This is an optimization exercise on Yosys and OpenROAD, whose aim is small area, a short achievable clock period and few clock cycles per item, not a production implementation. The RTL was checked by simulation tests, not by an equivalence proof against the original design. No driver is modelled on the clock port, so clock power and skew are understated where the tree is cut down; a real chip needs a root buffer or a tree. Power figures rest on the tool's default switching activity, not on a simulated workload.

Design conv_top, start of the top module:
module conv_top (
    input  logic                   sclk,
    input  logic                   s_rst_n,
    input  logic                   cal_start,
    output logic                   busy,
    output conv_pkg::col_addr_t    data_rd_addr,
    output conv_pkg::band_t        row_cnt,
    input  conv_pkg::pix_col_t     col_data,
    output conv_pkg::param_addr_t  param_rd_addr,
    input  conv_pkg::weight_t      param_w_h0,
    input  conv_pkg::weight_t      param_w_h1,
    input  conv_pkg::weight_t      param_w_h2,
    input  conv_pkg::weight_t      param_w_h3,
    input  conv_pkg::weight_t      param_w_h4,
    output conv_pkg::kernel_t      bias_rd_addr,
    input  conv_pkg::bias_t        param_bias,
    output conv_pkg::act_t         conv_rslt_act,
    output logic                   conv_rslt_act_vld
);
For scale: ~12000 µm² of cells after synthesis.
Settings: LEC_CHECK=0, CAP_MARGIN=20, CORE_MARGIN=2, CORE_UTILIZATION=40, CTS_BUF_LIST=sky130_fd_sc_hd__clkbuf_16, CTS_CLUSTER_DIAMETER=100, CTS_CLUSTER_SIZE=30, SLEW_MARGIN=20; clock period 28.0 ns.
standard.sh (not shown) runs the stock make flow with config.mk's settings and CLKGATE_MAP_FILE= SYNTH_SCRIPT=/design/flow/synth_recipe.tcl, a recipe that flattens the netlist after the stock synthesis.
==> flow/flow/run.sh <==
#!/bin/bash
# Standard synthesis, then flow/polarity.py drops the inverters that
# synthesis leaves between full adders (a full adder is self-dual, so an fa
# cell may work on inverted signals), then the standard layout from the
# edited netlist, with port buffers of fixed cells (flow/pre_resize.tcl) and
# one level less in the clock tree (flow/post_cts.tcl). Make output goes to
# standard_*.log here, each tool's own log to orfs/logs.
set -euo pipefail
R=$PWD/orfs/results/sky130hd/conv_top/base
KN=("BUFFER_PORTS_ARGS=-outputs -buffer_cell sky130_fd_sc_hd__buf_2" "PRE_RESIZE_TCL=$PWD/flow/pre_resize.tcl" "POST_CTS_TCL=$PWD/flow/post_cts.tcl")
if [[ -f flow/knobs.txt ]]; then
  while read -r line; do [[ -n "$line" ]] && KN+=("$line"); done < flow/knobs.txt
fi
bash standard.sh "${KN[@]}" "$R/1_2_yosys.v" > standard_synth.log 2>&1
cp "$R/1_2_yosys.v" "$R/1_2_yosys_std.v"
python3 flow/polarity.py "$R/1_2_yosys_std.v" "$R/1_2_yosys.v" > polarity.log 2>&1
bash standard.sh "${KN[@]}" finish > standard.log 2>&1
==> flow/flow/knobs.txt <==
SETUP_SLACK_MARGIN=21.4
CTS_ARGS=-sink_clustering_enable -repair_clock_nets -sink_clustering_size 30 -sink_clustering_max_diameter 100 -buf_list sky130_fd_sc_hd__clkbuf_16 -dont_use_dummy_load
SKIP_REPAIR_TIE_FANOUT=1
==> flow/flow/post_cts.tcl <==
# Runs at the end of the CTS step (POST_CTS_TCL). Reshapes the top of the
# clock tree: the middle level goes, and the leaf buffers are split into four
# groups, each driven by its own root buffer on the clock port, placed at the
# middle of its group. Every register stays two buffers from the clock port,
# so the tree stays balanced; it only gets shorter.
set block [ord::get_db_block]
set port_net [$block findNet sclk]
set nroots 4
proc is_clkbuf {inst} {
  return [string match "sky130_fd_sc_hd__clkbuf_*" [[$inst getMaster] getName]]
}
proc out_net {inst} {
  foreach it [$inst getITerms] {
    if {[$it isOutputSignal]} { return [$it getNet] }
  }
  return "NULL"
}
proc in_iterm {inst} {
  foreach it [$inst getITerms] {
    if {[$it isInputSignal]} { return $it }
  }
  return "NULL"
}
proc center {inst} {
  set b [$inst getBBox]
  return [list [expr {([$b xMin] + [$b xMax]) / 2}] [expr {([$b yMin] + [$b yMax]) / 2}]]
}
set roots {}
foreach it [$port_net getITerms] {
  set inst [$it getInst]
  if {[is_clkbuf $inst]} { lappend roots $inst }
}
if {[llength $roots] != 1} {
  puts "post_cts: [llength $roots] root buffers, tree kept"
  return
}
set root [lindex $roots 0]
set rnet [out_net $root]
# 1. drop the middle level
foreach it [$rnet getITerms] {
  set inst [$it getInst]
  if {$inst eq $root || ![is_clkbuf $inst]} { continue }
  set mnet [out_net $inst]
  set ok 1
  foreach it2 [$mnet getITerms] {
    set i2 [$it2 getInst]
    if {$i2 ne $inst && ![is_clkbuf $i2]} { set ok 0 }
  }
  if {!$ok} { continue }
  foreach it2 [$mnet getITerms] {
    set i2 [$it2 getInst]
    if {$i2 eq $inst} { continue }
    $it2 disconnect
    $it2 connect $rnet
  }
  puts "post_cts: removed [$inst getName]"
  odb::dbInst_destroy $inst
  odb::dbNet_destroy $mnet
}
# 2. the root's loads, all leaf buffers
set leaves {}
foreach it [$rnet getITerms] {
  set inst [$it getInst]
  if {$inst eq $root} { continue }
  if {![is_clkbuf $inst]} {
    puts "post_cts: root drives a register, one root kept"
    estimate_parasitics -placement
    return
  }
  lappend leaves $inst
}
# split into four groups: by x into halves, each half by y into halves
proc by_x {a b} { return [expr {[lindex [center $a] 0] - [lindex [center $b] 0]}] }
proc by_y {a b} { return [expr {[lindex [center $a] 1] - [lindex [center $b] 1]}] }
set sx [lsort -command by_x $leaves]
set h [expr {[llength $sx] / 2}]
set groups {}
foreach half [list [lrange $sx 0 [expr {$h - 1}]] [lrange $sx $h end]] {
  set sy [lsort -command by_y $half]
  set q [expr {[llength $sy] / 2}]
  lappend groups [lrange $sy 0 [expr {$q - 1}]] [lrange $sy $q end]
}
set master [[ord::get_db] findMaster sky130_fd_sc_hd__clkbuf_16]
set k 0
foreach g $groups {
  if {[llength $g] == 0} { continue }
  set sx 0; set sy 0
  foreach l $g { set c [center $l]; incr sx [lindex $c 0]; incr sy [lindex $c 1] }
  set cx [expr {$sx / [llength $g]}]
  set cy [expr {$sy / [llength $g]}]
  if {$k == 0} {
    set r $root
    set n $rnet
    if {[[$r getMaster] getName] ne [$master getName]} { $r swapMaster $master }
  } else {
    set r [odb::dbInst_create $block $master "clkbuf_root_$k"]
    set n [odb::dbNet_create $block "clknet_root_$k"]
    $n setSigType CLOCK
    [$r findITerm A] connect $port_net
    [$r findITerm X] connect $n
    foreach l $g {
      set it [in_iterm $l]
      $it disconnect
      $it connect $n
    }
  }
  $r setLocation $cx $cy
  $r setPlacementStatus PLACED
  puts "post_cts: root [$r getName] drives [llength $g] leaf buffers"
  incr k
}
detailed_placement
check_placement -verbose
estimate_parasitics -placement
report_clock_skew
Other scripts of this flow, unchanged in this note and not shown: flow/flow/polarity.py, flow/flow/pre_resize.tcl
Testbench counts at the start, summed over its fixed seeds: cycles 21,648, results 18,432.
Next try:
==> flow/flow/knobs.txt (replaced) <==
SETUP_SLACK_MARGIN=21.4
SKIP_REPAIR_TIE_FANOUT=1
CTS_ARGS=-sink_clustering_enable -repair_clock_nets -sink_clustering_size 16 -sink_clustering_max_diameter 60 -buf_list sky130_fd_sc_hd__clkbuf_8 -dont_use_dummy_load
Result: Die area stays the same. Final cell count rises slightly. Clock skew falls by 0.027 ns. Clock power rises by a few percent. Design area rises slightly. Global-route usage rises by 0.25 points. Area after synthesis is unchanged. Wire length rises slightly.
Next try:
==> flow/flow/knobs.txt (replaced) <==
SETUP_SLACK_MARGIN=21.7
CTS_ARGS=-sink_clustering_enable -repair_clock_nets -sink_clustering_size 30 -sink_clustering_max_diameter 100 -buf_list sky130_fd_sc_hd__clkbuf_16 -dont_use_dummy_load
--- a/flow/flow/post_cts.tcl
+++ b/flow/flow/post_cts.tcl
@@ -92,5 +92,4 @@
     set r $root
     set n $rnet
-    if {[[$r getMaster] getName] ne [$master getName]} { $r swapMaster $master }
   } else {
     set r [odb::dbInst_create $block $master "clkbuf_root_$k"]
Outcome: Cell area goes up by about 2%. Sequential share of layout area goes down by 0.87 points. Critical path depth does not change. Power rose by about 0.45%.

afterwards: timing with drivers on the ports:
How much do the figures lean on ideal ports? The routed layouts below were timed once more, with nothing changed but the port constraints. Step 1, drivers: a clkbuf_16 drives sclk and a buf_2 each remaining input, both assumed. Step 2 adds t to the input delays and takes it off the output delays; t is the mean of the earliest and latest rising clock arrival at the registers after step 1. Input paths then give back, and output paths get back, about the clock's delay inside the block. Slacks: ideal ports / drivers / drivers and shift; pairs: ideal ports / drivers.
run | shift t [ns] | slack for setup (ns) | worst setup path after step 2 | clock arrival spread, ns | cell pins on the clock port's net
the first run | 0.388 | 21.487 / 21.385 / 21.648 | input, reset recovery | 0.095 / 0.095 | 4
the second run | 0.394 | 21.505 / 21.404 / 21.608 | input, reset recovery | 0.048 / 0.048 | 4
the third run | 0.387 | 21.525 / 21.423 / 21.588 | input, reset recovery | 0.069 / 0.069 | 4
After both steps setup and hold are still met in every run listed. The worst setup slack also covers recovery checks on asynchronous resets.
